This design comes from an exercise in tuning for small area, a short achievable clock period and few clock cycles on the open sky130 flow, not from production work.
Function was not checked in any run shown here: the RTL went through the layout flow alone.
Power and IR drop assume default switching activity.

File: design/flow/run.sh
#!/bin/bash
# synth_recipe.tcl (not shown) runs the flow's synth.tcl, then flattens the netlist and writes it again
# the make line also repeats each setting of config.mk as NAME=value (left out here)
make -C /OpenROAD-flow-scripts/flow DESIGN_CONFIG=/design/flow/config.mk WORK_HOME=/design/flow/orfs CLKGATE_MAP_FILE= SYNTH_SCRIPT=/design/flow/synth_recipe.tcl finish
File: design/flow/config.mk
export PLATFORM = sky130hd
export DESIGN_NAME = smeTop
export DESIGN_NICKNAME = smeTop
export VERILOG_FILES = /design/flow/design.v
export SDC_FILE = /design/flow/constraint.sdc
export NUM_CORES = 4
export LEC_CHECK = 0
export CAP_MARGIN = 20
export CORE_MARGIN = 2
export CORE_UTILIZATION = 60
export CTS_BUF_LIST = sky130_fd_sc_hd__clkbuf_4 sky130_fd_sc_hd__clkbuf_8
export CTS_CLUSTER_DIAMETER = 60
export CTS_CLUSTER_SIZE = 14
export SETUP_SLACK_MARGIN = 4.5
export SLEW_MARGIN = 20
File: design/flow/constraint.sdc
create_clock -name core_clock -period 7.0 [get_ports {clk}]
set_input_delay 1.4000 -clock core_clock [delete_from_list [all_inputs] [get_ports {clk}]]
set_output_delay 1.4000 -clock core_clock [all_outputs]
set_load 0.01 [all_outputs]
File: design/flow/design.v
package smePkg;
    typedef logic [8-1:0] smeChar;
    typedef logic [5-1:0] smeIndex;
    typedef struct packed {
        smeChar [8-1:0] chars;
        smeChar prevChar;
        smeChar endChar;
        logic atStart;
        logic atEnd;
    } smeWindow;
    typedef struct packed {
        smeChar [8-1:0] core;
        logic [3:0] coreLen;
        logic anchorStart;
        logic anchorEnd;
    } smePattern;
    typedef enum logic [1:0] {
        loadString,
        loadPattern,
        scan,
        result
    } smeState;
endpackage
`timescale 1ns/10ps
module smeTop
(
    input  logic       clk,
    input  logic       reset,
    input  logic [7:0] charData,
    input  logic       isString,
    input  logic       isPattern,
    output logic       valid,
    output logic       match,
    output logic [4:0] matchIndex
);
    localparam int S = 32;
    function automatic logic geConst(input logic [4:0] a, input int b);
        logic r;
        r = 1'b1;
        for (int k = 0; k < 5; k++)
        begin
            if (b[k])
                r = a[k] & r;
            else
                r = a[k] | r;
        end
        geConst = r;
    endfunction
    function automatic logic gt5(input logic [4:0] a, input logic [4:0] b);
        logic r;
        r = 1'b0;
        for (int k = 0; k < 5; k++)
        begin
            r = (a[k] & ~b[k]) | (~(a[k] ^ b[k]) & r);
        end
        gt5 = r;
    endfunction
    function automatic logic [4:0] sub5(input logic [4:0] a, input logic [4:0] b);
        logic borrow;
        borrow = 1'b0;
        for (int k = 0; k < 5; k++)
        begin
            sub5[k] = a[k] ^ b[k] ^ borrow;
            borrow = (~a[k] & b[k]) | (~(a[k] ^ b[k]) & borrow);
        end
    endfunction
    function automatic logic [4:0] inc5(input logic [4:0] a);
        logic carry;
        carry = 1'b1;
        for (int k = 0; k < 5; k++)
        begin
            inc5[k] = a[k] ^ carry;
            carry = a[k] & carry;
        end
    endfunction
    function automatic logic [5:0] highest(input logic [S-1:0] v);
        logic [5:0] n1 [16];
        logic [5:0] n2 [8];
        logic [5:0] n3 [4];
        logic [5:0] n4 [2];
        for (int a = 0; a < 16; a++)
            n1[a] = v[2*a+1] ? {1'b1, 4'd0, 1'b1} : {v[2*a], 5'd0};
        for (int a = 0; a < 8; a++)
            n2[a] = n1[2*a+1][5] ? {1'b1, 3'd0, 1'b1, n1[2*a+1][0]} : {n1[2*a][5], 3'd0, 1'b0, n1[2*a][0]};
        for (int a = 0; a < 4; a++)
            n3[a] = n2[2*a+1][5] ? {1'b1, 2'd0, 1'b1, n2[2*a+1][1:0]} : {n2[2*a][5], 2'd0, 1'b0, n2[2*a][1:0]};
        for (int a = 0; a < 2; a++)
            n4[a] = n3[2*a+1][5] ? {1'b1, 1'd0, 1'b1, n3[2*a+1][2:0]} : {n3[2*a][5], 1'd0, 1'b0, n3[2*a][2:0]};
        highest = n4[1][5] ? {1'b1, 1'b1, n4[1][3:0]} : {n4[0][5], 1'b0, n4[0][3:0]};
    endfunction
    logic [7:0] ring [S];
    logic [S-1:0] cand;
    logic isStringQ;
    logic isPatternQ;
    logic [4:0] sPos;
    logic [4:0] snPos;       
    logic [4:0] kPos;
    logic caretQ;        
    logic dollarQ;       
    always_ff @(posedge clk)
    begin
        ring[0] <= isString ? charData : ring[S-1];
        for (int p = 1; p < S; p++)
        begin
            ring[p] <= ring[p-1];
        end
    end
    always_ff @(posedge clk)
    begin
        sPos <= (isString && !isStringQ) ? 5'd0 : inc5(sPos);
        snPos <= isString ? 5'd31 : inc5(snPos);
    end
    logic [S-1:0] isS0;
    logic [S-1:0] isSN;
    logic [S-1:0] kLe;
    always_comb
    begin
        for (int q = 0; q < S; q++)
        begin
            isS0[q] = (sPos == 5'(q));
            isSN[q] = (snPos == 5'(q));
            kLe[q] = geConst(kPos, q);
        end
    end
    logic isDot;
    logic isCaret;
    logic isDollar;
    logic [S-1:0] eq;
    logic [S-1:0] sp;
    logic [S-1:0] dl;
    assign isDot = (charData == 8'h2e);
    assign isCaret = (charData == 8'h5e);
    assign isDollar = (charData == 8'h24);
    always_comb
    begin
        for (int q = 0; q < S; q++)
        begin
            eq[q] = (ring[q] == charData);
            sp[q] = (ring[q] == 8'h20);
            dl[q] = (ring[q] == 8'h24);
        end
    end
    logic [S-1:0] base;
    logic [S-1:0] startOk;
    always_comb
    begin
        for (int q = 0; q < S; q++)
        begin
            startOk[q] = sp[q] || isS0[(q+S-1)%S];
            base[q] = cand[q] && (!dollarQ || (dl[(q+1)%S] && !isSN[(q+1)%S]));
        end
    end
    logic [S-1:0] candX;
    logic [S-1:0] candY;
    logic keepY;
    always_comb
    begin
        for (int q = 0; q < S; q++)
        begin
            if (!isPatternQ)
            begin
                candX[q] = 1'b1;
                candY[q] = startOk[q];
            end
            else if (caretQ)
            begin
                candX[q] = cand[q];
                candY[q] = 1'b0;
            end
            else
            begin
                candX[q] = base[q] && !isSN[q];
                candY[q] = base[q];
            end
        end
        keepY = isPatternQ ? (!caretQ && isDollar) : isCaret;
    end
    logic selY;
    logic selDot;
    logic selEq;
    assign selY = keepY;
    assign selDot = !keepY && isDot;
    assign selEq = !keepY;
    always_ff @(posedge clk)
    begin
        for (int q = 0; q < S; q++)
        begin
            cand[q] <= (selY && candY[q]) || (selDot && candX[q]) || (selEq && candX[q] && eq[q]);
        end
        caretQ <= !isPatternQ && isCaret;
        dollarQ <= isPatternQ && !caretQ && isDollar;
        if (isPattern && !isPatternQ)
        begin
            kPos <= isCaret ? inc5(sPos) : sPos;
        end
    end
    logic [S-1:0] fin;
    logic [S-1:0] finLo;
    always_comb
    begin
        for (int q = 0; q < S; q++)
        begin
            fin[q] = cand[q] && (!dollarQ || sp[(q+1)%S] || isSN[(q+1)%S]);
            finLo[q] = fin[q] && kLe[q];
        end
    end
    logic [5:0] hLo;
    logic [5:0] hAll;
    logic [4:0] hitPos;
    logic hitAny;
    logic resPend;
    assign hLo = highest(finLo);
    assign hAll = highest(fin);
    always_ff @(posedge clk or posedge reset)
    begin
        if (reset)
        begin
            isStringQ <= 1'b0;
            isPatternQ <= 1'b0;
            resPend <= 1'b0;
            valid <= 1'b0;
        end
        else
        begin
            isStringQ <= isString;
            isPatternQ <= isPattern;
            resPend <= isPatternQ && !isPattern;
            valid <= resPend;
        end
    end
    logic [4:0] loPos;
    logic loLeK;
    logic [4:0] hitIdx;
    logic hitOk;
    always_ff @(posedge clk)
    begin
        loPos <= sub5(kPos, sub5(sub5(sPos, snPos), 5'd1));
        loLeK <= !gt5(sub5(kPos, sub5(sub5(sPos, snPos), 5'd1)), kPos);
    end
    assign hitIdx = sub5(kPos, hitPos);
    assign hitOk = hitAny && (loLeK ? (!gt5(loPos, hitPos) && !gt5(hitPos, kPos))
                                    : (!gt5(loPos, hitPos) || !gt5(hitPos, kPos)));
    always_ff @(posedge clk)
    begin
        hitPos <= hLo[5] ? hLo[4:0] : hAll[4:0];
        hitAny <= hAll[5];
        match <= hitOk;
        matchIndex <= hitOk ? hitIdx : 5'd0;
    end
endmodule
==> results of run 1 <==
-- metal layers --
layer,track usage (%),share of wire [%],vias to the layer above
met5,0,0,-
met4,15.8,4.6,0
met3,5.88,9.9,156
met2,53.0,43,693
met1,50.4,43,5966
li1,-,-,5581
-- power by group --
part	total [mW]	internal (mW)	switching [mW]
combinational	1.16	0.533	0.630
sequential	2.18	2.02	0.160
clock	1.10	0.447	0.650
total	4.44	3.00	1.44
-- final cells by class --
cell class / count / area [sq um]
Multi-Input combinational cell: 1071 / 8230
Clock inverter: 7 / 82.6
Sequential cell: 327 / 6630
Fill cell: 1913 / 7320
Timing Repair Buffer: 93 / 921
Inverter: 57 / 234
Clock buffer: 33 / 429
Tap cell: 324 / 405
-- flip-flops by register name, indices dropped and copies added (netlist names), 5 cells and up --
signal / flops
cand: 32
snPos: 5
hitPos: 5
matchIndex: 5
loPos: 5
kPos: 5
ring: 256
sPos: 5
-- cells in the final DEF, fill, tap and decap left out, drive strengths merged, types with 25 or more instances in the layout --
master,count
buf,86
a21oi,51
nor2,74
ha,27
or4b,30
o21ai,98
or4,25
o22ai,45
xnor2,264
nor4,26
clkbuf,35
dfxtp,318
nand4,75
inv,58
nand2,81
-- metrics by stage --
step / hold slack (ns) / area, sq um / total power [mW]
floorplan: 0.331 / 15100 / 2.85
global placement: 0.339 / 15300 / 3.10
detailed placement: 0.341 / 15300 / 3.14
CTS: 0.363 / 16200 / 4.32
global route: 0.377 / 16900 / 4.63
finish: 0.365 / 16900 / 4.44
-- synth_stat cells (5+ instances only) --
library cell  instances
edfxtp_1              5
o22ai_1              45
ha_1                 27
buf_1                 8
nand4b_1             11
inv_1                54
or4bb_1               5
clkbuf_1             53
or2_2                 7
o31ai_1              10
a31oi_1              24
a21boi_0              5
o221ai_1              8
mux2_2               11
nand2b_1             21
a21oi_1              50
buf_2                10
o21ai_1              17
nor2b_1               9
nand2_1              81
or4_1                25
or3_1                12
nor3_1               16
nand3_1              19
nor2_1               72
nand4_1              74
o211ai_1             18
dfxtp_1             318
xnor2_1             264
buf_4                 5
o21a_1                8
o21ai_0              81
fa_1                 10
or4b_1               28
and2_1                5
a21o_1                5
and4_1                7
nor4_1               23
-- how the worst max path moves through the flow --
stage,from,endpoint,slack (ns),cells after the start
2_1_floorplan,sPos[0]$_SDFF_PP0_,loLeK$_DFF_P_,3.68,15
3_3_place_gp,charData[5],cand[14]$_DFF_P_,2.74,8
3_5_place_dp,charData[5],cand[1]$_DFF_P_,2.72,8
4_1_cts,sPos[0]$_SDFF_PP0_,loLeK$_DFF_P_,3.43,15
5_1_grt,sPos[0]$_SDFF_PP0_,loLeK$_DFF_P_,3.36,15
6_report,sPos[0]$_SDFF_PP0_,loLeK$_DFF_P_,3.47,15
-- what timing repair did --
action | 4_1_cts | 5_1_grt
endpoints found under the setup margin | 61 | 48
setup buffers | 18 | 41
cloned | 5 | 1
pin swaps | 17 | 24
gates resized for setup | 77 | 77
-- cells by family after synthesis --
kind of cell | count (synthesis) | share of synthesized area (%)
AND/OR/NAND/NOR | 444 | 18.0
flip-flops | 327 | 44.7
AO/OA/AOI/OAI | 310 | 13.3
XOR/XNOR | 265 | 15.7
buffers and inverters | 136 | 3.81
adder cells (fa/ha/maj) | 38 | 3.70
multiplexers | 11 | 0.836
==> results by group, run 1 <==
Cells and area
  – ANT cells: 0
  – Util after Layout: ~70%
  – Final Non-Filler Cells: 1912
  – P&R area growth vs syn: 14.2%
  – Share of cells above drive strength 1: approximately 18%
  – Layout Nets: about 1.6k

Setup path
  – Arr. time, crit path: a little over 4 ns
  – CP most frequent cell: fa_2
  – Crit end category: register
  – Worst path max stage delay: 0.54 ns
  – Startpoint types: register
  – Top cell family by delay on the critical path: adder cells
  – Cells on worst reg2reg path: 15
  – FF-to-FF Start: sPos[0]$_SDFF_PP0_
  – Buf/Inv on CP: 4
  – CP Data Required Time: about 7.6 ns
  – Reg2Reg Setup Slack: 3.47 ns
  – Reg2Reg Capture Point: loLeK$_DFF_P_
  – Crit path kind: register to register
  – CP max stage cell: fa_2
  – Critical-path cell list: inv_4 > ha_4 > inv_2 > fa_2 > fa_2 > inv_2 > ha_4 > inv_2 > fa_2 > fa_2 > xnor2_2 > xnor2_1 > xnor2_1 > ha_1 > a21oi_2
  – Crit path max fanout: 2

Timing
  – Slew headroom: around two fifths
  – Fin worst setup slack: between 3 and 4 ns
  – Final Setup Violations: 0
  – Unrepaired setup endpoints after global routing: true
  – Final Skew: between 0.02 and 0.025 ns
  – Final min period: about 3.5 ns
  – Fin crit share: a little over 50%
  – Setup tns final: 0 ns
  – Worst slew pin tran: between 0.9 and 1 ns
  – Hold Fails Final Rpt: 0
  – Fmax: 283 MHz
  – Slew Viols, Final: 0

Global routing
  – First-pass GRT wire length: ~70 mm
  – Vias in the first global route: about 12k
  – Overall routing resource usage: ~35%
  – Gr ovfl total: 0
  – Antenna violations before repair: 0
  – Pin count of the biggest net entering global routing: 38

Drt
  – Initial detailed-routing violation count: 1367
  – Via density: ~6.5
  – Post-DRT Antenna Nets: 0
  – WL/cell: between 20 and 25 um
  – Via count: 12.4k
  – WL final: between 40 and 50 mm
  – First-pass DRT Iterations: 5
  – Remaining DRCs: 0

Clock network
  – # hold bufs at CTS: 0
  – # clock sinks: 327
  – Clk slew on worst S/H paths: 0.10 ns
  – CTS root buf: clkbuf_8
  – CTS tree: done
  – Num CTS Buffers: 29
  – Longest Clk Path Bufs: 3
  – H-tree lvl count: 1
  – Clk latency of the worst-skew pair: 0.62 ns

Placed design
  – Placed Cells incl. Taps: 1807
  – Dpl ws: around 2.7 ns
  – Port bufs: 18
  – DP HPWL: about 31 mm
  – Placer Congestion: 0.935

Pwr
  – Pleak: ~5.9 nW
  – Maximum vdd drop: 210 uV
  – Pwr Density: 263 mW/mm^2

Floorplan
  – Starting Density: 61.1%
  – Die ar.: between 0.02 and 0.03 sq mm
  – # IOs: 19
  – Core area: 0.0242 sq mm
  – DIE HEIGHT: roughly 160 um
  – Chip Width: ~160 um
  – Num rows: 57

Logic synthesis
  – Mapped Area: about 0.015 sq mm
  – Post-synthesis cell type count: 85
  – Synthesized instance count: approximately 1.5k
  – Cell taking the most area after synthesis: dfxtp_1
  – Largest cells by area after synthesis: dfxtp_1, xnor2_1, nand4_1
  – Share of flip-flops with an asynchronous set or reset: roughly 1.2%
  – Post-synth EDFFs: 5
  – Yosys warning count: 10
  – Syn nets: between 1.5k and 2k
  – Yosys top cell area share: 43.0%
  – Seq/Total Area, Yosys: 44.7%
  – Avg Cell Area, Syn: ~9.7 sq um
  – Yosys reg bits: ~330
  – Dominant synthesized flop cell: dfxtp_1

Outcome
  – Status: timing/DRC/antenna clean

Worst hold path
  – Min-Delay Path Depth: 0
  – Min-delay src: resPend$_DFF_PP0_
  – HP Class: register to register
  – WHS Endpoint: valid$_DFF_PP0_

Run
  – MaxCap Viol Count: 0
==> run 2, diff against run 1 <==
--- a/design/flow/design.v
+++ b/design/flow/design.v
@@ -228,18 +228,20 @@
             valid <= resPend;
         end
     end
+    logic [4:0] nM1;
     logic [4:0] loPos;
     logic loLeK;
     logic [4:0] hitIdx;
     logic hitOk;
-    always_ff @(posedge clk)
-    begin
-        loPos <= sub5(kPos, sub5(sub5(sPos, snPos), 5'd1));
-        loLeK <= !gt5(sub5(kPos, sub5(sub5(sPos, snPos), 5'd1)), kPos);
-    end
+    assign loPos = sub5(kPos, nM1);
+    assign loLeK = !gt5(loPos, kPos);
     assign hitIdx = sub5(kPos, hitPos);
     assign hitOk = hitAny && (loLeK ? (!gt5(loPos, hitPos) && !gt5(hitPos, kPos))
                                     : (!gt5(loPos, hitPos) || !gt5(hitPos, kPos)));
+    always_ff @(posedge clk)
+    begin
+        nM1 <= sub5(sub5(sPos, snPos), 5'd1);
+    end
     always_ff @(posedge clk)
     begin
         hitPos <= hLo[5] ? hLo[4:0] : hAll[4:0];
==> results by group, run 2 <==
Outcome
  – Status: timing/DRC/antenna clean

Timing
  – Slew headroom: 55.0% (+17 points)
  – Fmax: 329 MHz (+16%)
  – Final Skew: 0.0304 ns (+0.00857 ns)
  – Unrepaired setup endpoints after global routing: true
  – Hold Fails Final Rpt: 0 (unchanged)
  – Fin crit share: 43.4% (-7.0 points)
  – Slew Viols, Final: 0 (unchanged)
  – Final min period: 3.04 ns (-0.491 ns)
  – Worst slew pin tran: 0.669 ns (-0.250 ns)
  – Final Setup Violations: 0 (unchanged)
  – Setup tns final: 0 ns (unchanged)

Global routing
  – First-pass GRT wire length: 71.7 mm (+0.98%)
  – Vias in the first global route: 12.0k (+0.88%)
  – Pin count of the biggest net entering global routing: 41 (+7.9%)
  – Gr ovfl total: 0 (unchanged)
  – Antenna violations before repair: 0 (unchanged)
  – Overall routing resource usage: 36.1% (+0.75 points)

Logic synthesis
  – Yosys top cell area share: 43.0% (about the same)
  – Yosys reg bits: 326 (-0.31%)
  – Cell taking the most area after synthesis: dfxtp_1
  – Post-synth EDFFs: 5 (unchanged)
  – Syn nets: 1564 (-1.0%)
  – Avg Cell Area, Syn: 9.74 sq um (+0.68%)
  – Mapped Area: 0.0148 sq mm (-0.37%)
  – Yosys warning count: 10 (unchanged)
  – Synthesized instance count: 1515 (-1.0%)
  – Seq/Total Area, Yosys: 44.7% (about the same)
  – Most numerous cell in the Yosys netlist: dfxtp_1
  – Largest cells by area after synthesis: dfxtp_1, xnor2_1, nand4_1
  – Share of flip-flops with an asynchronous set or reset: 1.23% (+0.0038 points)
  – Post-synthesis cell type count: 88 (+3.5%)
  – Post-synth top cells: dfxtp_1, xnor2_1, nor2_1
  – Dominant synthesized flop cell: dfxtp_1

Clock network
  – CTS tree: done
  – H-tree lvl count: 1 (unchanged)
  – Clk latency of the worst-skew pair: 0.62 ns (about the same)
  – Clk slew on worst S/H paths: 0.09 ns (about the same)
  – Longest Clk Path Bufs: 3 (unchanged)
  – Num CTS Buffers: 29 (unchanged)
  – CTS root buf: clkbuf_8
  – # clock sinks: 326 (-0.31%)

Placed design
  – Dpl cell area: 0.0153 sq mm (+0.11%)
  – DP HPWL: 29.3 mm (-4.0%)
  – Port bufs: 18 (unchanged)
  – Placer Congestion: 1.02 (+9.0%)

Setup path
  – Critical-path cell list: inv_2 > ha_4 > fa_2 > inv_2 > fa_2 > fa_2 > xnor2_2 > xnor2_2 > ha_1 > o21ai_1 > nand2b_1 > maj3_2 > nand2b_4 > nor2_1
  – CP max stage cell: edfxtp_1
  – Crit end category: register
  – Worst path max stage delay: 0.43 ns (-0.11 ns)
  – CP most frequent cell: fa_2
  – Crit path kind: register to register
  – CP Data Required Time: 7.53 ns (-0.02 ns)
  – Top cell family by delay on the critical path: adder cells
  – Crit path max fanout: 6 (+4)
  – Arr. time, crit path: 3.57 ns (-0.51 ns)
  – Buf/Inv on CP: 2 (-2)
  – Startpoint types: register

Cells and area
  – ANT cells: 0 (unchanged)
  – Fin area: 0.0172 sq mm (+1.9%)
  – Largest register FFs: 256 (unchanged)
  – Largest regs: ring x256, cand x32
  – Most flops, register: ring
  – Most common cell after layout, fill and taps aside: dfxtp_1
  – Share of cells above drive strength 1: 19.5% (+1.9 points)
  – Fillers: 1833 (-4.2%)
  – P&R area growth vs syn: 16.9%
  – Layout Nets: 1643 (+0.92%)
  – Most frequent cells in the layout: dfxtp_1, xnor2_1, nor2_1, nand4_1, buf_4

Run
  – MaxCap Viol Count: 0 (unchanged)

Drt
  – Remaining DRCs: 0 (unchanged)
  – Initial detailed-routing violation count: 1795 (+31%)
  – WL final: 48.6 mm (+2.1%)
  – WL/cell: 25.2 um (+1.3%)
  – First-pass DRT Iterations: 6 (+1)
  – Via count: 12.4k (+0.12%)
  – Post-DRT Antenna Nets: 0 (unchanged)
  – Via density: 6.44 (-0.71%)

Floorplan
  – Core area: 0.0242 sq mm (unchanged)
  – Starting Density: 60.9% (-0.23 points)
  – # IOs: 19 (unchanged)
  – DIE HEIGHT: 161 um (-0.18%)
  – Chip Width: 161 um (-0.18%)
  – Num rows: 57 (unchanged)
  – Die ar.: 0.0259 sq mm (-0.37%)

Pwr
  – Overall Power: 4.26 mW (-4.2%)
  – Pwr Density: 247 mW/mm^2 (-6.0%)
  – Maximum vdd drop: 238 uV (+13%)
  – Pleak: 6.17 nW (+4.4%)

Worst hold path
  – HP Class: register to register
[run 2: kinds of logic after synthesis]
| group | Yosys count | synth area share (%) |
|---|---|---|
| compound gates | 283 | 12.9 |
| mux | 8 | 0.610 |
| simple gates | 481 | 19.1 |
| fa+ha+maj | 38 | 3.71 |
| flops | 326 | 44.7 |
| xor+xnor | 265 | 15.7 |
| buf+inv | 114 | 3.26 |
[run 2: cell type report]
type	count	area, sq um	area share (%)
multi-input combinational	1076	8220	47.6
sequential	326	6610	38.3
timing repair buffer	127	1370	7.91
clock buffer	33	429	2.49
tap	324	405	2.35
inverter	34	138	0.798
clock inverter	8	81.3	0.472
[run 2: final timing paths]
check	start	endpoint	slack, ns	cells after the start
worst max-delay path	kPos[0]$_DFFE_PP_	matchIndex[4]$_SDFF_PN0_	3.96	14
worst min-delay path	resPend$_DFF_PP0_	valid$_DFF_PP0_	0.37	0
worst max register to register	kPos[0]$_DFFE_PP_	matchIndex[4]$_SDFF_PN0_	3.96	14
worst min register to register	resPend$_DFF_PP0_	valid$_DFF_PP0_	0.37	0
max in group asynchronous	reset	valid$_DFF_PP0_	5.77	2
min in group asynchronous	reset	isStringQ$_DFF_PP0_	1.00	2
[run 2: metrics by stage]
stage | hold WS [ns] | setup WS (ns) | instances | util (%)
finish | 0.369 | 3.96 | 1928 | 71.1
global placement | 0.333 | 2.69 | 1793 | 63.2
CTS | 0.362 | 4.01 | 1894 | 69.1
global route | 0.382 | 3.86 | 1928 | 71.1
floorplan | 0.331 | 4.06 | 1515 | -
detailed placement | 0.341 | 2.58 | 1793 | 63.2
[run 2: power breakdown]
| group | leakage, nW | switching (mW) | internal, mW |
|---|---|---|---|
| combinational | 3.16 | 0.567 | 0.452 |
| sequential | 2.74 | 0.149 | 2.01 |
| clock | 0.268 | 0.629 | 0.446 |
| total | 6.17 | 1.35 | 2.91 |
[run 2: worst reg2reg max path: stages (launching register included)]
cell and delay [ns]:
edfxtp_1 0.43, inv_2 0.13, ha_4 0.14, fa_2 0.18, inv_2 0.04, fa_2 0.33
fa_2 0.36, xnor2_2 0.23, xnor2_2 0.15, ha_1 0.25, o21ai_1 0.08, nand2b_1 0.07
maj3_2 0.28, nand2b_4 0.18, nor2_1 0.10
[run 2: repair_timing]
| action | in CTS | in global routing |
|---|---|---|
| cloned | 5 | 5 |
| gates resized for setup | 111 | 46 |
| hold buffers | 0 | 0 |
| pin swaps | 33 | 21 |
| setup buffers | 55 | 29 |
| setup endpoints to repair | 59 | 38 |
[run 2: routing by layer]
metal / track usage, % / share of wire [%]
met5: 0 / 0
met1: 48.6 / 41
met4: 15.8 / 6.1
met2: 55.3 / 42
met3: 8.81 / 11
==> run 3, diff against run 2 <==
--- a/design/flow/config.mk
+++ b/design/flow/config.mk
@@ -7,9 +7,7 @@
 export LEC_CHECK = 0
 export CAP_MARGIN = 20
 export CORE_MARGIN = 2
-export CORE_UTILIZATION = 60
+export CORE_UTILIZATION = 40
 export CTS_BUF_LIST = sky130_fd_sc_hd__clkbuf_4 sky130_fd_sc_hd__clkbuf_8
-export CTS_CLUSTER_DIAMETER = 60
-export CTS_CLUSTER_SIZE = 14
 export SETUP_SLACK_MARGIN = 4.5
 export SLEW_MARGIN = 20
==> results by group, run 3 <==
Pwr
  – Overall Power: 5.10 mW (+20%)
  – Pwr Density: 278 mW/mm^2 (+13%)
  – Pleak: 6.65 nW (+7.8%)
  – Maximum vdd drop: 146 uV (-39%)

Global routing
  – Gr ovfl total: 0 (unchanged)
  – Vias in the first global route: 12.3k (+2.4%)
  – Pin count of the biggest net entering global routing: 37 (-9.8%)
  – First-pass GRT wire length: 75.5 mm (+5.2%)
  – Antenna violations before repair: 1 (+1)
  – Overall routing resource usage: 26.0% (-10 points)

Cells and area
  – Largest register FFs: 256 (unchanged)
  – Final Non-Filler Cells: 2152 (+12%)
  – Most flops, register: ring
  – P&R area growth vs syn: 24.2%
  – Share of cells above drive strength 1: 23.7% (+4.3 points)
  – Largest regs: ring x256, cand x32
  – Most frequent cells in the layout: dfxtp_1, xnor2_1, nor2_1, buf_4, nand4_1
  – Most common cell after layout, fill and taps aside: dfxtp_1
  – Layout Nets: 1690 (+2.9%)

Worst hold path
  – Min-Delay Path Depth: 0 (unchanged)
  – Min-delay src: resPend$_DFF_PP0_
  – WHS Endpoint: valid$_DFF_PP0_
  – HP Class: register to register

Logic synthesis
  – Seq/Total Area, Yosys: 44.7% (unchanged)
  – Mapped Area: 0.0148 sq mm (unchanged)
  – Share of flip-flops with an asynchronous set or reset: 1.23% (unchanged)
  – Avg Cell Area, Syn: 9.74 sq um (unchanged)
  – Cell taking the most area after synthesis: dfxtp_1
  – Post-synthesis cell type count: 88 (unchanged)
  – Yosys reg bits: 326 (unchanged)
  – Post-synth EDFFs: 5 (unchanged)
  – Yosys warning count: 10 (unchanged)
  – Post-synth top cells: dfxtp_1, xnor2_1, nor2_1
  – Dominant synthesized flop cell: dfxtp_1
  – Syn nets: 1564 (unchanged)
  – Yosys top cell area share: 43.0% (unchanged)
  – Most numerous cell in the Yosys netlist: dfxtp_1
  – Synthesized instance count: 1515 (unchanged)
  – Largest cells by area after synthesis: dfxtp_1, xnor2_1, nand4_1

Floorplan
  – Die ar.: 0.0385 sq mm (+49%)
  – DIE HEIGHT: 196 um (+22%)
  – Core area: 0.0364 sq mm (+50%)
  – # IOs: 19 (unchanged)
  – Chip Width: 196 um (+22%)
  – Num rows: 70 (+23%)
  – Starting Density: 40.5% (-20 points)

Drt
  – WL/cell: 24.1 um (-4.6%)
  – Met3 routed wirelength: 5.80 mm (+11%)
  – Initial detailed-routing violation count: 1460 (-19%)
  – Via count: 12.7k (+2.2%)
  – DR WL met2: 21.7 mm (+6.0%)
  – Remaining DRCs: 0 (unchanged)
  – Via density: 5.89 (-8.4%)
  – WL final: 51.8 mm (+6.5%)
  – Top Metal Used: met4
  – M1 wire length: 22.5 mm (+13%)
  – Post-DRT Antenna Nets: 0 (unchanged)
  – First-pass DRT Iterations: 8 (+2)

Placed design
  – Placed Cells incl. Taps: 1937 (+8.0%)
  – Placer Congestion: 0.935 (-8.2%)
  – Dpl ws: 2.30 ns (-0.277 ns)
  – DP HPWL: 32.4 mm (+11%)
  – Port bufs: 18 (unchanged)

Clock network
  – Longest Clk Path Bufs: 3 (unchanged)
  – # clock sinks: 326 (unchanged)
  – H-tree lvl count: 2 (+1)
  – Num CTS Buffers: 53 (+83%)
  – CTS root buf: clkbuf_8
  – Clk slew on worst S/H paths: 0.06 ns (-0.03 ns)
  – CTS tree: done
  – Clk latency of the worst-skew pair: 0.66 ns (+0.04 ns)

Setup path
  – Reg2Reg Capture Point: matchIndex[0]$_SDFF_PN0_
  – Reg2Reg Setup Slack: 3.92 ns (-0.04 ns)
  – Startpoint types: register
  – Arr. time, crit path: 3.64 ns (+0.07 ns)
  – Crit end category: register
  – Crit path kind: register to register
  – FF-to-FF Start: kPos[0]$_DFFE_PP_
  – Cells on worst reg2reg path: 14 (unchanged)
  – CP Data Required Time: 7.56 ns (+0.03 ns)
  – Crit. Startpoint: kPos[0]$_DFFE_PP_
  – Crit path max fanout: 6 (unchanged)

Timing
  – Unrepaired setup endpoints after global routing: true
  – Worst slew pin tran: 0.831 ns (+0.162 ns)
  – Final min period: 3.08 ns (+0.0430 ns)
  – Final Setup Violations: 0 (unchanged)
  – Slew Viols, Final: 0 (unchanged)
  – Final Skew: 0.0439 ns (+0.0135 ns)
  – Fin crit share: 44.0% (+0.61 points)
  – Fin worst setup slack: 3.92 ns (-0.0430 ns)
  – Slew headroom: 44.4% (-11 points)
  – Fmax: 324 MHz (-1.4%)
  – Hold Fails Final Rpt: 0 (unchanged)
  – Setup tns final: 0 ns (unchanged)

Run
  – MaxCap Viol Count: 0 (unchanged)

Outcome
  – Status: timing/DRC/antenna clean
## run 3: cell types whose count changed in the layout (fill, tap and decap cells not counted), sizes merged
cell	before	now
buf	113	138
bufbuf	4	2
bufinv	1	4
clkbuf	40	85
clkinv	4	10
diode	0	1
nor2	108	110
## run 3: worst max-delay path by stage
stage / to / depth (start not counted)
after floorplan: cand[17]$_DFF_P_ / 10
after global placement: cand[27]$_DFF_P_ / 9
after detailed placement: cand[27]$_DFF_P_ / 9
after CTS: matchIndex[0]$_SDFF_PN0_ / 14
after global routing: matchIndex[0]$_SDFF_PN0_ / 14
final: matchIndex[0]$_SDFF_PN0_ / 14
## run 3: cells by family (layout without fill, tap and decap cells)
group           count (synthesis)  in the layout  share of synthesized area [%]
mux                             8              8                          0.610
buf+inv                       114            279                           3.26
simple gates                  481            484                           19.1
compound gates                283            283                           12.9
flops                         326            326                           44.7
other cells                     0              1                              0
fa+ha+maj                      38             38                           3.71
xor+xnor                      265            265                           15.7
## run 3: where the power goes
part	internal (mW)	leakage (nW)	switching, mW	total, mW
combinational	0.463	3.26	0.557	1.02
clock	1.08	0.649	0.806	1.89
sequential	2.02	2.74	0.172	2.19
total	3.56	6.65	1.54	5.10
## run 3: area by class of cell
cell class / count / area (sq um)
tap: 468 / 586
clock inverter: 16 / 200
inverter: 34 / 148
multi-input combinational: 1078 / 8280
fill: 3284 / 18100
timing repair inverter: 1 / 11.3
clock buffer: 81 / 1020
sequential: 326 / 6610
timing repair buffer: 147 / 1470
antenna: 1 / 2.50
## run 3: worst max-delay path: stages, from the launching register on
cell and delay (ns):
edfxtp_1 0.46, inv_2 0.12, ha_4 0.13, fa_2 0.19, inv_2 0.04, fa_2 0.33, fa_2 0.36, xnor2_2 0.16
xnor2_2 0.16, buf_4 0.14, ha_1 0.28, a21oi_2 0.06, maj3_2 0.30, nand2b_4 0.18, nor2_2 0.10
## run 3: per-layer routing
metal / vias to the layer above / GRT usage [%]
met5: - / 0
met4: 0 / 10.2
met3: 129 / 8.44
met2: 687 / 37.7
met1: 6129 / 35.6
li1: 5738 / -
## run 3: stage by stage
stage               hold slack, ns  cell area [sq um]  util [%]
finish                       0.356              18300      50.3
global placement             0.349              15500      42.5
CTS                          0.360              17700      48.6
detailed placement           0.336              15500      42.5
floorplan                    0.331              15100         -
global route                 0.366              18300      50.3
## run 3: what timing repair did
item / in CTS / in global routing
setup buffers: 63 / 46
endpoints found under the setup margin: 58 / 31
cloned: 5 / 3
gates resized for setup: 109 / 41
endpoints found under the hold margin: 0 / 0
pin swaps: 34 / 21
hold buffers: 0 / 0
==> run 4, diff against run 3 <==
--- a/design/flow/design.v
+++ b/design/flow/design.v
@@ -64,6 +64,15 @@
             borrow = (~a[k] & b[k]) | (~(a[k] ^ b[k]) & borrow);
         end
     endfunction
+    function automatic logic [4:0] add5(input logic [4:0] a, input logic [4:0] b);
+        logic carry;
+        carry = 1'b0;
+        for (int k = 0; k < 5; k++)
+        begin
+            add5[k] = a[k] ^ b[k] ^ carry;
+            carry = (a[k] & b[k]) | ((a[k] ^ b[k]) & carry);
+        end
+    endfunction
     function automatic logic [4:0] inc5(input logic [4:0] a);
         logic carry;
         carry = 1'b1;
@@ -228,20 +237,20 @@
             valid <= resPend;
         end
     end
-    logic [4:0] nM1;
     logic [4:0] loPos;
     logic loLeK;
     logic [4:0] hitIdx;
     logic hitOk;
-    assign loPos = sub5(kPos, nM1);
-    assign loLeK = !gt5(loPos, kPos);
+    logic [4:0] nM1;
+    always_ff @(posedge clk)
+    begin
+        nM1 <= add5(sPos, ~snPos);
+        loPos <= sub5(kPos, nM1);
+        loLeK <= !gt5(nM1, kPos);
+    end
     assign hitIdx = sub5(kPos, hitPos);
     assign hitOk = hitAny && (loLeK ? (!gt5(loPos, hitPos) && !gt5(hitPos, kPos))
                                     : (!gt5(loPos, hitPos) || !gt5(hitPos, kPos)));
-    always_ff @(posedge clk)
-    begin
-        nM1 <= sub5(sub5(sPos, snPos), 5'd1);
-    end
     always_ff @(posedge clk)
     begin
         hitPos <= hLo[5] ? hLo[4:0] : hAll[4:0];
==> results by group, run 4 <==
Outcome
  – Status: timing/DRC/antenna clean

Logic synthesis
  – Post-synthesis cell type count: 90 (+2.3%)
  – Synthesized instance count: 1500 (-0.99%)
  – Yosys top cell area share: 43.9% (+0.90 points)
  – Share of flip-flops with an asynchronous set or reset: 1.20% (-0.022 points)
  – Mapped Area: 0.0147 sq mm (-0.19%)
  – Largest cells by area after synthesis: dfxtp_1, xnor2_1, nand4_1
  – Avg Cell Area, Syn: 9.82 sq um (+0.81%)
  – Syn nets: 1542 (-1.4%)
  – Yosys warning count: 10 (unchanged)
  – Cell taking the most area after synthesis: dfxtp_1
  – Post-synth EDFFs: 5 (unchanged)
  – Post-synth top cells: dfxtp_1, xnor2_1, nor2_1
  – Seq/Total Area, Yosys: 45.6% (+0.90 points)
  – Dominant synthesized flop cell: dfxtp_1
  – Most numerous cell in the Yosys netlist: dfxtp_1
  – Yosys reg bits: 332 (+1.8%)

Cells and area
  – Largest regs: ring x256, cand x32
  – Layout Nets: 1652 (-2.2%)
  – Util after Layout: 50.9% (+0.62 points)
  – Most frequent cells in the layout: dfxtp_1, xnor2_1, nor2_1, nand2_1, nand4_1
  – Final Non-Filler Cells: 2120 (-1.5%)
  – ANT cells: 0 (-1)
  – Largest register FFs: 256 (unchanged)
  – Most flops, register: ring
  – Share of cells above drive strength 1: 24.8% (+1.1 points)
  – Most common cell after layout, fill and taps aside: dfxtp_1
  – P&R area growth vs syn: 25.9%

Setup path
  – Crit path kind: register to register
  – Crit path max fanout: 3 (-3)
  – FF-to-FF Start: ring[4][4]$_DFF_P_
  – CP Data Required Time: 7.47 ns (-0.09 ns)
  – Crit. Startpoint: ring[4][4]$_DFF_P_
  – Arr. time, crit path: 3.24 ns (-0.40 ns)
  – Startpoint types: register
  – Crit end category: register

Clock network
  – Clk slew on worst S/H paths: 0.07 ns (about the same)
  – H-tree lvl count: 2 (unchanged)
  – Num CTS Buffers: 53 (unchanged)
  – CTS root buf: clkbuf_8
  – Clk latency of the worst-skew pair: 0.62 ns (-0.04 ns)
  – # clock sinks: 332 (+1.8%)
  – # hold bufs at CTS: 0 (unchanged)
  – Longest Clk Path Bufs: 3 (unchanged)
  – CTS tree: done

Pwr
  – Switching Power: 1.48 mW (-3.6%)
  – Clock power frac: 36.5% (-0.6 points)
  – Internal power: 3.42 mW (-3.9%)
  – Seq pwr share: 45.7% (+2.8 points)
  – Combinational share of power: 17.8% (-2.2 points)
  – Pleak: 6.68 nW (+0.46%)
  – Sw Ratio: 30.2% (+0.069 points)
  – Maximum vdd drop: 163 uV (+12%)
  – Pwr Density: 264 mW/mm^2 (-5.0%)
  – Overall Power: 4.90 mW (-3.8%)

Timing
  – Fmax: 361 MHz (+11%)
  – Hold Fails Final Rpt: 0 (unchanged)
  – Unrepaired setup endpoints after global routing: true
  – Worst slew pin tran: 0.727 ns (-0.105 ns)
  – Final Skew: 0.0543 ns (+0.0104 ns)
  – Setup tns final: 0 ns (unchanged)
  – Fin crit share: 39.6% (-4.4 points)
  – Slew headroom: 51.4% (+7.0 points)
  – Final Setup Violations: 0 (unchanged)
  – Final min period: 2.77 ns (-0.310 ns)
  – Slew Viols, Final: 0 (unchanged)
  – Fin worst setup slack: 4.23 ns (+0.310 ns)

Drt
  – Via density: 6.08 (+3.1%)
  – Initial detailed-routing violation count: 1504 (+3.0%)
  – Via count: 12.9k (+1.6%)
  – First-pass DRT Iterations: 7 (-1)
  – WL/cell: 24.4 um (+1.5%)
  – WL final: 51.8 mm (about the same)
  – Post-DRT Antenna Nets: 0 (unchanged)
  – Remaining DRCs: 0 (unchanged)

Global routing
  – First-pass GRT wire length: 77.1 mm (+2.2%)
  – Overall routing resource usage: 26.3% (+0.34 points)
  – Vias in the first global route: 12.9k (+5.4%)
  – Pin count of the biggest net entering global routing: 42 (+14%)
  – GR Layer Usage met3: 8.29% (-0.15 points)
  – Gr ovfl total: 0 (unchanged)
  – Met1 Use GR: 32.7% (-2.9 points)
  – Met2 Track Usage GR: 40.8% (+3.1 points)
  – Antenna violations before repair: 1 (unchanged)
  – GRT busiest layer: met2

Worst hold path
  – Min-delay src: resPend$_DFF_PP0_
  – HP Class: register to register

Placed design
  – Port bufs: 18 (unchanged)
  – Placer Congestion: 0.945 (+1.0%)
  – DP HPWL: 31.7 mm (-2.2%)
  – Placed Cells incl. Taps: 1924 (-0.67%)
  – Dpl ws: 2.63 ns (+0.334 ns)

Floorplan
  – Die ar.: 0.0384 sq mm (-0.18%)
  – Num rows: 70 (unchanged)
  – Chip Width: 196 um (about the same)
  – Core area: 0.0364 sq mm (unchanged)
  – Starting Density: 40.4% (-0.076 points)
  – DIE HEIGHT: 196 um (about the same)
  – # IOs: 19 (unchanged)

Run
  – MaxCap Viol Count: 0 (unchanged)
[run 4: changes by cell type in the layout (fill, tap and decap cells not counted), moves of 7 or more]
cell / change
ha_1: -7
buf_4: -23
o22ai_4: +13
nor2_1: -21
or4b_1: -7
dfxtp_1: +8
a21oi_2: -7
o22ai_2: +17
inv_1: +13
or3_1: -8
xor2_1: -8
a31oi_1: +11
o22ai_1: -29
xnor2_1: +7
[run 4: final timing paths]
path,cells after the start,slack (ns),endpoint
max,9,4.23,hitPos[2]$_DFF_P_
min,0,0.36,valid$_DFF_PP0_
max reg2reg,9,4.23,hitPos[2]$_DFF_P_
min reg2reg,0,0.36,valid$_DFF_PP0_
max in group asynchronous,2,5.80,isPatternQ$_DFF_PP0_
min in group asynchronous,2,1.00,isPatternQ$_DFF_PP0_
[run 4: power by group through the flow]
stage	clock [mW]	sequential, mW	combinational, mW
6_report	1.79	2.24	0.875
5_1_grt	1.90	2.26	0.931
4_1_cts	1.81	2.23	0.801
3_5_place_dp	0	2.27	0.707
3_3_place_gp	0	2.27	0.693
2_1_floorplan	0	2.21	0.533
[run 4: layout make-up]
type,instances,area (sq um)
Sequential cell,332,6730
Fill cell,3261,17900
Clock inverter,20,166
Multi-Input combinational cell,1046,8370
Tap cell,468,586
Inverter,45,189
Clock buffer,77,991
Timing Repair Buffer,132,1520
[run 4: routing by layer]
metal | vias to the layer above | share of wire [%]
met2 | 753 | 44
li1 | 5660 | -
met1 | 6239 | 40
met5 | - | 0
met3 | 229 | 11
met4 | 0 | 5.8
[run 4: what timing repair did]
item | 4_1_cts | 5_1_grt
endpoints found under the hold margin | 0 | 0
buffers inserted | 67 | 19
gates resized for setup | 157 | 113
pin swaps | 42 | 69
setup endpoints to repair | 60 | 51
gates cloned | 11 | 2
[run 4: worst max-delay path, cell delays in order, from the launching register on]
cell and delay, ns:
dfxtp_1 0.35, or4b_2 0.71, nor2_2 0.33, o21a_4 0.25, o21ai_0 0.13, nor3b_2 0.19
nor4b_4 0.15, buf_4 0.16, o41ai_4 0.23, a22oi_2 0.12
[run 4: logic make-up (layout without fill, tap and decap cells)]
family | Yosys count | in the layout | synth area share (%)
AOI/OAI and AO/OA | 286 | 286 | 13.0
xor gates and xnor gates | 262 | 262 | 15.6
adders and majority gates | 30 | 30 | 3.11
buffers and inverters | 123 | 274 | 3.54
DFF | 332 | 332 | 45.6
muxes | 8 | 8 | 0.611
and+or+nand+nor | 459 | 460 | 18.6
[run 4: stage by stage]
stage               area, sq um  hold WS [ns]
detailed placement        15300         0.350
finish                    18600         0.362
global route              18600         0.380
floorplan                 14900         0.331
CTS                       17800         0.365
global placement          15300         0.340
==> run 5, diff against run 4 <==
--- a/design/flow/config.mk
+++ b/design/flow/config.mk
@@ -7,7 +7,9 @@
 export LEC_CHECK = 0
 export CAP_MARGIN = 20
 export CORE_MARGIN = 2
-export CORE_UTILIZATION = 40
+export CORE_UTILIZATION = 60
 export CTS_BUF_LIST = sky130_fd_sc_hd__clkbuf_4 sky130_fd_sc_hd__clkbuf_8
+export CTS_CLUSTER_DIAMETER = 60
+export CTS_CLUSTER_SIZE = 14
 export SETUP_SLACK_MARGIN = 4.5
 export SLEW_MARGIN = 20
==> results by group, run 5 <==
Floorplan
  – # IOs: 19 (unchanged)
  – Die ar.: 0.0258 sq mm (-33%)
  – Core area: 0.0242 sq mm (-33%)
  – Num rows: 57 (-19%)
  – Chip Width: 161 um (-18%)
  – Starting Density: 60.8% (+20 points)
  – DIE HEIGHT: 161 um (-18%)

Clock network
  – Clk slew on worst S/H paths: 0.10 ns (+0.03 ns)
  – # clock sinks: 332 (unchanged)
  – Num CTS Buffers: 29 (-45%)
  – H-tree lvl count: 1 (-1)
  – CTS tree: done
  – Clk latency of the worst-skew pair: 0.65 ns (+0.03 ns)
  – Longest Clk Path Bufs: 3 (unchanged)
  – CTS root buf: clkbuf_8

Cells and area
  – Layout Nets: 1635 (-1.0%)
  – Largest regs: ring x256, cand x32
  – Final Non-Filler Cells: 1927 (-9.1%)
  – P&R area growth vs syn: 18.3%
  – Most frequent cells in the layout: dfxtp_1, xnor2_1, nor2_1, nand2_1, buf_4
  – Most common cell after layout, fill and taps aside: dfxtp_1
  – Most flops, register: ring
  – Share of cells above drive strength 1: 20.3% (-4.5 points)
  – Largest register FFs: 256 (unchanged)
  – ANT cells: 0 (unchanged)

Timing
  – Worst slew pin tran: 0.889 ns (+0.163 ns)
  – Fin worst setup slack: 4.25 ns (+0.0238 ns)
  – Hold Fails Final Rpt: 0 (unchanged)
  – Fin crit share: 39.3% (-0.34 points)
  – Slew Viols, Final: 0 (unchanged)
  – Hold WS: 0.365 ns (+0.00278 ns)
  – Final min period: 2.75 ns (-0.0238 ns)
  – Unrepaired setup endpoints after global routing: true
  – Setup tns final: 0 ns (unchanged)
  – Slew headroom: 40.6% (-11 points)
  – Final Setup Violations: 0 (unchanged)
  – Fmax: 364 MHz (+0.87%)
  – Final Skew: 0.0654 ns (+0.0111 ns)

Logic synthesis
  – Mux contribution to synthesized area: 0.611% (unchanged)
  – Yosys top cell area share: 43.9% (unchanged)
  – Yosys reg bits: 332 (unchanged)
  – Complex-gate fraction of the synthesized area: 13.0% (unchanged)
  – Share of flip-flops with an asynchronous set or reset: 1.20% (unchanged)
  – Syn nets: 1542 (unchanged)
  – Seq/Total Area, Yosys: 45.6% (unchanged)
  – Post-synth top cells: dfxtp_1, xnor2_1, nor2_1
  – Yosys warning count: 10 (unchanged)
  – Post-Synth XOR/XNOR Area: 15.6% (unchanged)
  – Synth Area in Simple Gates: 18.6% (unchanged)
  – Mapped Area: 0.0147 sq mm (unchanged)
  – Dominant synthesized flop cell: dfxtp_1
  – Largest family of logic cells by synthesized area: simple AND/OR/NAND/NOR gates
  – Largest cells by area after synthesis: dfxtp_1, xnor2_1, nand4_1
  – Avg Cell Area, Syn: 9.82 sq um (unchanged)
  – Post-synthesis cell type count: 90 (unchanged)
  – Synth Area in Adders: 3.11% (unchanged)
  – Synthesized instance count: 1500 (unchanged)
  – Cell taking the most area after synthesis: dfxtp_1
  – Most numerous cell in the Yosys netlist: dfxtp_1
  – Post-synth EDFFs: 5 (unchanged)

Setup path
  – FF-to-FF Start: snPos[0]$_SDFF_PP1_
  – Reg2Reg Setup Slack: 4.25 ns (+0.02 ns)
  – Arr. time, crit path: 3.26 ns (+0.02 ns)
  – Crit end category: register
  – CP Data Required Time: 7.51 ns (+0.04 ns)
  – Crit path kind: register to register
  – Startpoint types: register
  – Crit path max fanout: 5 (+2)
  – Cells on worst reg2reg path: 12 (+3)
  – Crit. Startpoint: snPos[0]$_SDFF_PP1_
  – Worst setup path endpoint: hitPos[2]$_DFF_P_
  – Reg2Reg Capture Point: hitPos[2]$_DFF_P_

Drt
  – Remaining DRCs: 0 (unchanged)
  – Via count: 12.6k (-1.9%)
  – Initial detailed-routing violation count: 1423 (-5.4%)
  – First-pass DRT Iterations: 9 (+2)
  – Via density: 6.56 (+7.9%)
  – WL/cell: 25.8 um (+5.5%)
  – Post-DRT Antenna Nets: 0 (unchanged)
  – WL final: 49.7 mm (-4.1%)

Outcome
  – Status: timing/DRC/antenna clean

Placed design
  – Placer Congestion: 0.987 (+4.5%)
  – Placed Cells incl. Taps: 1779 (-7.5%)
  – DP HPWL: 31.2 mm (-1.5%)
  – Dpl ws: 2.59 ns (-0.0472 ns)
  – Port bufs: 18 (unchanged)

Global routing
  – Pin count of the biggest net entering global routing: 38 (-9.5%)
  – Antenna violations before repair: 0 (-1)
  – Vias in the first global route: 12.3k (-5.2%)
  – First-pass GRT wire length: 74.6 mm (-3.2%)
  – Gr ovfl total: 0 (unchanged)
  – Overall routing resource usage: 37.7% (+11 points)

Run
  – MaxCap Viol Count: 0 (unchanged)

Pwr
  – Pleak: 6.27 nW (-6.1%)
  – Pwr Density: 240 mW/mm^2 (-9.1%)
  – Maximum vdd drop: 202 uV (+24%)

Worst hold path
  – HP Class: register to register
-- run 5: critical path, stage by stage (launching register included) --
cell,delay [ns]
dfxtp_4,0.38
buf_4,0.14
ha_4,0.18
buf_6,0.14
nand4b_1,0.12
o211ai_1,0.17
nand2_2,0.16
nand4_1,0.15
buf_4,0.18
a2111oi_4,0.40
a21oi_2,0.12
o311a_1,0.38
a22oi_2,0.13
-- run 5: metrics by stage --
| step | utilization, % | power, mW | instance area [sq um] |
|---|---|---|---|
| floorplan | - | 2.74 | 14900 |
| global placement | 62.3 | 2.95 | 15100 |
| detailed placement | 62.3 | 2.96 | 15100 |
| CTS | 70.6 | 4.15 | 17100 |
| global route | 71.9 | 4.33 | 17400 |
| finish | 71.9 | 4.19 | 17400 |
-- run 5: metal layers --
layer | track usage, % | part of all wire, % | vias to the layer above
li1 | - | - | 5599
met1 | 50.0 | 40 | 5978
met5 | 0 | 0 | -
met3 | 9.48 | 11 | 261
met2 | 56.8 | 41 | 801
met4 | 20.3 | 7.3 | 0
-- run 5: cell families (layout without fill, tap and decap cells) --
family          after synthesis  count (layout)
compound gates              286             286
xor+xnor                    262             262
fa+ha+maj                    30              30
buf+inv                     123             225
flops                       332             332
mux                           8               8
simple gates                459             460
-- run 5: final cells by class --
cell class                      instances  area (sq um)
Inverter                               45           191
Tap cell                              324           405
Multi-Input combinational cell       1046          8070
Fill cell                            1795          6830
Clock inverter                          6          80.1
Timing Repair Buffer                  139          1490
Clock buffer                           35           444
Sequential cell                       332          6740
-- run 5: what timing repair did --
action,in CTS,in global routing
resized for setup,175,46
setup buffers,83,13
gates cloned,11,0
hold buffers,0,0
endpoints found under the setup margin,59,49
pin swaps,59,35
-- run 5: worst min path at each step --
| stage | from | to | depth (start not counted) |
|---|---|---|---|
| floorplan | resPend$_DFF_PP0_ | valid$_DFF_PP0_ | 0 |
| global placement | resPend$_DFF_PP0_ | valid$_DFF_PP0_ | 0 |
| detailed placement | ring[2][5]$_DFF_P_ | ring[3][5]$_DFF_P_ | 0 |
| CTS | ring[27][2]$_DFF_P_ | ring[28][2]$_DFF_P_ | 0 |
| global route | ring[27][0]$_DFF_P_ | ring[28][0]$_DFF_P_ | 0 |
| finish | ring[27][2]$_DFF_P_ | ring[28][2]$_DFF_P_ | 0 |
-- run 5: report_power, final --
group / internal (mW) / total (mW) / switching (mW) / leakage (nW)
registers: 2.06 / 2.24 / 0.176 / 2.79
clock network: 0.458 / 1.10 / 0.642 / 0.275
logic: 0.378 / 0.851 / 0.473 / 3.21
total: 2.90 / 4.19 / 1.29 / 6.27
==> run 6, diff against run 5 <==
--- a/design/flow/config.mk
+++ b/design/flow/config.mk
@@ -11,5 +11,6 @@
 export CTS_BUF_LIST = sky130_fd_sc_hd__clkbuf_4 sky130_fd_sc_hd__clkbuf_8
 export CTS_CLUSTER_DIAMETER = 60
 export CTS_CLUSTER_SIZE = 14
-export SETUP_SLACK_MARGIN = 4.5
+export PLACE_DENSITY = 0.75
+export SETUP_SLACK_MARGIN = 5.0
 export SLEW_MARGIN = 20
==> results by group, run 6 <==
Outcome
  – Status: timing/DRC/antenna clean

Pwr
  – Maximum vdd drop: 205 uV (+1.6%)
  – Clock power frac: 26.0% (-0.2 points)
  – Internal power: 2.89 mW (-0.12%)
  – Switching Power: 1.34 mW (+3.6%)
  – Combinational share of power: 20.7% (+0.4 points)
  – Seq pwr share: 53.3% (about the same)
  – Pwr Density: 239 mW/mm^2 (-0.56%)
  – Pleak: 6.41 nW (+2.2%)
  – Sw Ratio: 31.6% (+0.79 points)

Global routing
  – First-pass GRT wire length: 74.5 mm (-0.21%)
  – Vias in the first global route: 12.7k (+3.5%)
  – Pin count of the biggest net entering global routing: 42 (+11%)
  – Antenna violations before repair: 1 (+1)
  – Overall routing resource usage: 37.3% (-0.39 points)
  – Gr ovfl total: 0 (unchanged)

Clock network
  – Longest Clk Path Bufs: 3 (unchanged)
  – # clock sinks: 332 (unchanged)
  – Clk latency of the worst-skew pair: 0.63 ns (-0.02 ns)
  – CTS root buf: clkbuf_8
  – # hold bufs at CTS: 0 (unchanged)
  – CTS tree: done
  – Clk slew on worst S/H paths: 0.09 ns (about the same)
  – H-tree lvl count: 1 (unchanged)
  – Num CTS Buffers: 30 (+3.4%)

Drt
  – WL final: 50.4 mm (+1.5%)
  – WL/cell: 26.1 um (+1.2%)
  – Remaining DRCs: 0 (unchanged)
  – Initial detailed-routing violation count: 1908 (+34%)
  – Via count: 13.0k (+2.9%)
  – First-pass DRT Iterations: 6 (-3)
  – Via density: 6.73 (+2.6%)
  – Post-DRT Antenna Nets: 0 (unchanged)

Cells and area
  – Largest regs: ring x256, cand x32
  – Most common cell after layout, fill and taps aside: dfxtp_1
  – Most flops, register: ring
  – Layout Nets: 1640 (+0.31%)
  – Util after Layout: 73.0% (+1.2 points)
  – Share of cells above drive strength 1: 23.2% (+2.9 points)
  – P&R area growth vs syn: 20.2%
  – Largest register FFs: 256 (unchanged)
  – Fillers: 1679 (-6.5%)
  – Most frequent cells in the layout: dfxtp_1, xnor2_1, buf_4, nor2_1, nand4_1

Setup path
  – Startpoint types: register
  – Crit path kind: register to register
  – Crit end category: register
  – Arr. time, crit path: 3.27 ns (about the same)
  – Levels on crit path: 12 (unchanged)
  – Buf/Inv on CP: 3 (unchanged)
  – CP Data Required Time: 7.51 ns (about the same)
  – CP most frequent cell: buf_4
  – CP max stage cell: dfxtp_4
  – Crit path max fanout: 6 (+1)
  – Top cell family by delay on the critical path: compound AO/OA/AOI/OAI gates
  – Worst path max stage delay: 0.39 ns (about the same)
  – Cells on worst reg2reg path: 12 (unchanged)
  – Critical-path cell list: inv_4 > ha_4 > buf_4 > nand2_1 > o31ai_1 > o21ai_2 > a22oi_2 > nor3b_2 > nor4b_4 > buf_4 > o41ai_4 > a22oi_1

Placed design
  – Port bufs: 18 (unchanged)
  – DP HPWL: 30.7 mm (-1.7%)
  – Placer Congestion: 1.01 (+2.5%)

Timing
  – Worst slew pin tran: 0.963 ns (+0.0740 ns)
  – Unrepaired setup endpoints after global routing: true
  – Final Skew: 0.0460 ns (-0.0194 ns)
  – Final min period: 2.76 ns (+0.00826 ns)
  – Slew headroom: 35.7% (-4.9 points)
  – Setup tns final: 0 ns (unchanged)
  – Slew Viols, Final: 0 (unchanged)
  – Fin crit share: 39.4% (+0.12 points)
  – Fmax: 363 MHz (-0.30%)
  – Final Setup Violations: 0 (unchanged)
  – Hold Fails Final Rpt: 0 (unchanged)

Logic synthesis
  – Largest family of logic cells by synthesized area: simple AND/OR/NAND/NOR gates
  – Synth Area in Simple Gates: 18.6% (unchanged)
  – Synthesized instance count: 1500 (unchanged)
  – Post-synth EDFFs: 5 (unchanged)
  – Mapped Area: 0.0147 sq mm (unchanged)
  – Dominant synthesized flop cell: dfxtp_1
  – Largest cells by area after synthesis: dfxtp_1, xnor2_1, nand4_1
  – Syn nets: 1542 (unchanged)
  – Cell taking the most area after synthesis: dfxtp_1
  – Post-synth top cells: dfxtp_1, xnor2_1, nor2_1
  – Yosys reg bits: 332 (unchanged)
  – Most numerous cell in the Yosys netlist: dfxtp_1
  – Yosys top cell area share: 43.9% (unchanged)
  – Post-synthesis cell type count: 90 (unchanged)
  – Seq/Total Area, Yosys: 45.6% (unchanged)
  – Synth Area in Adders: 3.11% (unchanged)
  – Post-Synth XOR/XNOR Area: 15.6% (unchanged)
  – Avg Cell Area, Syn: 9.82 sq um (unchanged)
  – Mux contribution to synthesized area: 0.611% (unchanged)
  – Share of flip-flops with an asynchronous set or reset: 1.20% (unchanged)
  – Complex-gate fraction of the synthesized area: 13.0% (unchanged)
  – Yosys warning count: 10 (unchanged)

Floorplan
  – DIE HEIGHT: 161 um (unchanged)
  – Core area: 0.0242 sq mm (unchanged)
  – Die ar.: 0.0258 sq mm (unchanged)
  – Num rows: 57 (unchanged)
  – Starting Density: 60.8% (unchanged)
  – Chip Width: 161 um (unchanged)
  – # IOs: 19 (unchanged)

Run
  – MaxCap Viol Count: 0 (unchanged)

Worst hold path
  – Min-Delay Path Depth: 0 (unchanged)
  – HP Class: register to register
[run 6: path summary, 6_finish.rpt]
path	start	endpoint	slack, ns
min in group asynchronous	reset	isPatternQ$_DFF_PP0_	0.97
setup reg to reg	snPos[0]$_SDFF_PP1_	hitPos[2]$_DFF_P_	4.24
setup / recovery	snPos[0]$_SDFF_PP1_	hitPos[2]$_DFF_P_	4.24
hold reg to reg	ring[24][5]$_DFF_P_	ring[25][5]$_DFF_P_	0.35
hold / removal	ring[24][5]$_DFF_P_	ring[25][5]$_DFF_P_	0.35
max in group asynchronous	reset	isPatternQ$_DFF_PP0_	5.85
[run 6: area by class of cell]
cell class	count	area (sq um)	share of cell area [%]
Multi-Input combinational cell	1046	8320	47.0
Sequential cell	332	6740	38.1
Timing Repair Buffer	143	1520	8.56
Clock buffer	36	470	2.66
Tap cell	324	405	2.29
Inverter	45	186	1.05
Clock inverter	6	57.6	0.325
Antenna cell	1	2.50	0.0141
[run 6: kinds of logic (layout without fill, tap and decap cells)]
group | Yosys count | after routing
compound gates | 286 | 286
xor+xnor | 262 | 262
fa+ha+maj | 30 | 30
buf+inv | 123 | 230
flops | 332 | 332
mux | 8 | 8
other cells | 0 | 1
simple gates | 459 | 460
[run 6: through the flow]
stage	setup WS [ns]	instance area (sq um)	hold slack [ns]	instances	total power, mW
2_1_floorplan	4.15	15200	0.331	1500	2.77
3_3_place_gp	2.75	15200	0.335	1778	2.96
3_5_place_dp	2.69	15200	0.343	1778	2.98
4_1_cts	4.35	17200	0.356	1909	4.14
5_1_grt	4.23	17700	0.357	1932	4.37
6_report	4.24	17700	0.348	1933	4.23
[run 6: power groups by stage]
| stage | Combinational, mW | Sequential (mW) | Clock, mW |
|---|---|---|---|
| global route | 0.929 | 2.27 | 1.17 |
| global placement | 0.671 | 2.28 | 0 |
| floorplan | 0.559 | 2.21 | 0 |
| CTS | 0.803 | 2.24 | 1.10 |
| detailed placement | 0.689 | 2.29 | 0 |
| finish | 0.877 | 2.25 | 1.10 |
[run 6: what timing repair did]
item | in CTS | in global routing
pin swaps | 53 | 28
gates cloned | 8 | 2
buffers inserted | 81 | 21
gates resized for setup | 197 | 51
setup endpoints to repair | 81 | 66
[run 6: layer usage]
metal  vias to the layer above  wire [um]  part of all wire [%]  track usage [%]
li1                       5592          -                     -                -
met1                      6168      19100                    38             47.7
met2                       968      22000                    44             59.3
met3                       283       6120                    12             9.25
met4                         0       3200                   6.4             18.2
met5                         -          0                     0            0.379
==> run 7, diff against run 6 <==
--- a/design/flow/design.v
+++ b/design/flow/design.v
@@ -98,6 +98,7 @@
         highest = n4[1][5] ? {1'b1, 1'b1, n4[1][3:0]} : {n4[0][5], 1'b0, n4[0][3:0]};
     endfunction
     logic [7:0] ring [S];
+    logic [S-1:0] ringSp;    
     logic [S-1:0] cand;
     logic isStringQ;
     logic isPatternQ;
@@ -109,9 +110,11 @@
     always_ff @(posedge clk)
     begin
         ring[0] <= isString ? charData : ring[S-1];
+        ringSp[0] <= isString ? (charData == 8'h20) : ringSp[S-1];
         for (int p = 1; p < S; p++)
         begin
             ring[p] <= ring[p-1];
+            ringSp[p] <= ringSp[p-1];
         end
     end
     always_ff @(posedge clk)
@@ -128,7 +131,7 @@
         begin
             isS0[q] = (sPos == 5'(q));
             isSN[q] = (snPos == 5'(q));
-            kLe[q] = geConst(kPos, q);
+            kLe[q] = (kPos[4:3] > 2'(q / 8)) || ((kPos[4:3] == 2'(q / 8)) && (kPos[2:0] >= 3'(q % 8)));
         end
     end
     logic isDot;
@@ -145,7 +148,7 @@
         for (int q = 0; q < S; q++)
         begin
             eq[q] = (ring[q] == charData);
-            sp[q] = (ring[q] == 8'h20);
+            sp[q] = ringSp[q];
             dl[q] = (ring[q] == 8'h24);
         end
     end
--- a/design/flow/config.mk
+++ b/design/flow/config.mk
@@ -11,6 +11,5 @@
 export CTS_BUF_LIST = sky130_fd_sc_hd__clkbuf_4 sky130_fd_sc_hd__clkbuf_8
 export CTS_CLUSTER_DIAMETER = 60
 export CTS_CLUSTER_SIZE = 14
-export PLACE_DENSITY = 0.75
 export SETUP_SLACK_MARGIN = 5.0
 export SLEW_MARGIN = 20
==> results by group, run 7 <==
Timing
  – Hold Fails Final Rpt: 0 (unchanged)
  – Slew headroom: 47.8% (+12 points)
  – Fmax: 368 MHz (+1.3%)
  – Final Skew: 0.0420 ns (-0.00395 ns)
  – Setup tns final: 0 ns (unchanged)
  – Final Setup Violations: 0 (unchanged)
  – Fin crit share: 38.9% (-0.51 points)
  – Slew Viols, Final: 0 (unchanged)

Cells and area
  – Most common cell after layout, fill and taps aside: dfxtp_1
  – P&R area growth vs syn: 19.9%
  – ANT cells: 0 (-1)
  – Layout Nets: 1611 (-1.8%)
  – Largest register FFs: 256 (unchanged)
  – Share of cells above drive strength 1: 26.7% (+3.5 points)
  – Most frequent cells in the layout: dfxtp_1, xnor2_1, buf_4, nor2_1, nand4_1
  – Largest regs: ring x256, cand x32, ringSp x32
  – Final Non-Filler Cells: 1905 (-1.4%)

Setup path
  – Reg2Reg Setup Slack: 4.28 ns (+0.04 ns)
  – Crit path kind: register to register
  – Crit path max fanout: 8 (+2)
  – Cells on worst reg2reg path: 11 (-1)
  – CP Data Required Time: 7.47 ns (-0.04 ns)
  – FF-to-FF Start: snPos[0]$_SDFF_PP1_

Pwr
  – Pwr Density: 243 mW/mm^2 (+1.7%)
  – Pleak: 6.63 nW (+3.4%)
  – Maximum vdd drop: 227 uV (+11%)
  – Overall Power: 4.47 mW (+5.7%)

Drt
  – Post-DRT Antenna Nets: 0 (unchanged)
  – Via count: 12.6k (-3.4%)
  – Remaining DRCs: 0 (unchanged)
  – Via density: 6.60 (-1.9%)
  – WL final: 50.3 mm (-0.31%)
  – Initial detailed-routing violation count: 1761 (-7.7%)

Global routing
  – First-pass GRT wire length: 73.9 mm (-0.81%)
  – Vias in the first global route: 12.1k (-5.0%)
  – Pin count of the biggest net entering global routing: 66 (+57%)
  – Gr ovfl total: 0 (unchanged)
  – Antenna violations before repair: 1 (unchanged)

Worst hold path
  – WHS Endpoint: ring[1][2]$_DFF_P_
  – Min-delay src: ring[0][2]$_DFF_P_
  – Min-Delay Path Depth: 0 (unchanged)
  – HP Class: register to register

Clock network
  – CTS tree: done
  – Clk slew on worst S/H paths: 0.09 ns (about the same)
  – Longest Clk Path Bufs: 3 (unchanged)
  – # clock sinks: 364 (+9.6%)
  – Num CTS Buffers: 30 (unchanged)
  – CTS root buf: clkbuf_8
  – H-tree lvl count: 1 (unchanged)

Logic synthesis
  – Most numerous cell in the Yosys netlist: dfxtp_1
  – Cell taking the most area after synthesis: dfxtp_1
  – Seq/Total Area, Yosys: 48.0% (+2.4 points)
  – Post-synth EDFFs: 5 (unchanged)
  – Synthesized instance count: 1467 (-2.2%)
  – Share of flip-flops with an asynchronous set or reset: 1.10% (-0.11 points)
  – Mapped Area: 0.0153 sq mm (+4.1%)
  – Yosys warning count: 10 (unchanged)
  – Yosys reg bits: 364 (+9.6%)
  – Yosys top cell area share: 46.3% (+2.4 points)
  – Largest cells by area after synthesis: dfxtp_1, xnor2_1, or4b_2
  – Post-synth top cells: dfxtp_1, xnor2_1, nor2_1
  – Avg Cell Area, Syn: 10.5 sq um (+6.5%)
  – Syn nets: 1509 (-2.1%)
  – Post-synthesis cell type count: 85 (-5.6%)

Run
  – MaxCap Viol Count: 0 (unchanged)

Placed design
  – DP HPWL: 30.0 mm (-2.2%)
  – Placed Cells incl. Taps: 1745 (-1.9%)
  – Port bufs: 18 (unchanged)

Floorplan
  – Die ar.: 0.0269 sq mm (+4.0%)
  – Chip Width: 164 um (+2.0%)

Outcome
  – Status: timing/DRC/antenna clean
-- run 7: cell families after synthesis --
family                   share of synthesized area (%)
AND/OR/NAND/NOR                                   16.9
multiplexers                                     0.807
XOR/XNOR                                          15.0
AO/OA/AOI/OAI                                     13.1
flip-flops                                        48.0
buffers and inverters                             3.31
adder cells (fa/ha/maj)                           2.99
-- run 7: how the worst max path moves through the flow --
stage,from,to,cells after the start
CTS,charData[4],cand[31]$_DFF_P_,8
global route,snPos[0]$_SDFF_PP1_,hitPos[1]$_DFF_P_,10
floorplan,charData[6],cand[17]$_DFF_P_,6
finish,snPos[0]$_SDFF_PP1_,hitPos[1]$_DFF_P_,11
detailed placement,charData[5],cand[2]$_DFF_P_,9
global placement,charData[5],cand[1]$_DFF_P_,9
-- run 7: metrics by stage --
stage / setup slack [ns] / area (sq um) / utilization [%] / hold WS, ns
3_5_place_dp: 2.75 / 15900 / 63.3 / 0.339
3_3_place_gp: 2.84 / 15900 / 63.3 / 0.334
2_1_floorplan: 3.96 / 16000 / - / 0.331
4_1_cts: 4.31 / 17700 / 70.4 / 0.368
6_report: 4.28 / 18400 / 73.3 / 0.361
5_1_grt: 4.24 / 18400 / 73.3 / 0.373
-- run 7: power by group --
| group | total (mW) | internal [mW] | switching (mW) |
|---|---|---|---|
| Combinational | 0.927 | 0.421 | 0.506 |
| Sequential | 2.42 | 2.25 | 0.169 |
| Clock | 1.12 | 0.455 | 0.668 |
| Total | 4.47 | 3.13 | 1.34 |
-- run 7: final cells by class --
type	instances	area, sq um
multi-input combinational	989	8370
fill	1797	6720
tap	330	413
clock buffer	34	449
inverter	39	163
timing repair buffer	145	1570
clock inverter	4	48.8
sequential	364	7380
-- run 7: metal layers --
layer | routed length (um) | GRT usage, % | vias up
li1 | - | - | 5520
met1 | 21700 | 52.0 | 6117
met2 | 21500 | 54.0 | 788
met3 | 5230 | 8.21 | 149
met4 | 1930 | 12.0 | 0
met5 | 0 | 0 | -
-- run 7: timing repair --
| action | 4_1_cts | 5_1_grt |
|---|---|---|
| gates resized for setup | 166 | 57 |
| cloned | 10 | 3 |
| setup endpoints to repair | 89 | 64 |
| endpoints found under the hold margin | 0 | 0 |
| buffers inserted | 68 | 41 |
| hold buffers | 0 | 0 |
| pin swaps | 68 | 33 |
-- run 7: critical path, cell delays in order (launching register included) --
cell and delay, ns:
dfxtp_4 0.40, inv_4 0.06, ha_4 0.22, buf_4 0.17, and4b_1 0.30, o21ai_2 0.20, nand4_1 0.12, buf_4 0.18
nor4_4 0.28, o211a_1 0.25, a2111oi_2 0.05, or3b_1 0.36

Check on run 7: ideal ports give 4.279 ns setup slack; a clkbuf_16 on the clock port and buf_2 on the inputs give 4.278 ns; moving port delays by the midpoint clock arrival (0.644 ns) as well gives 3.634 ns.
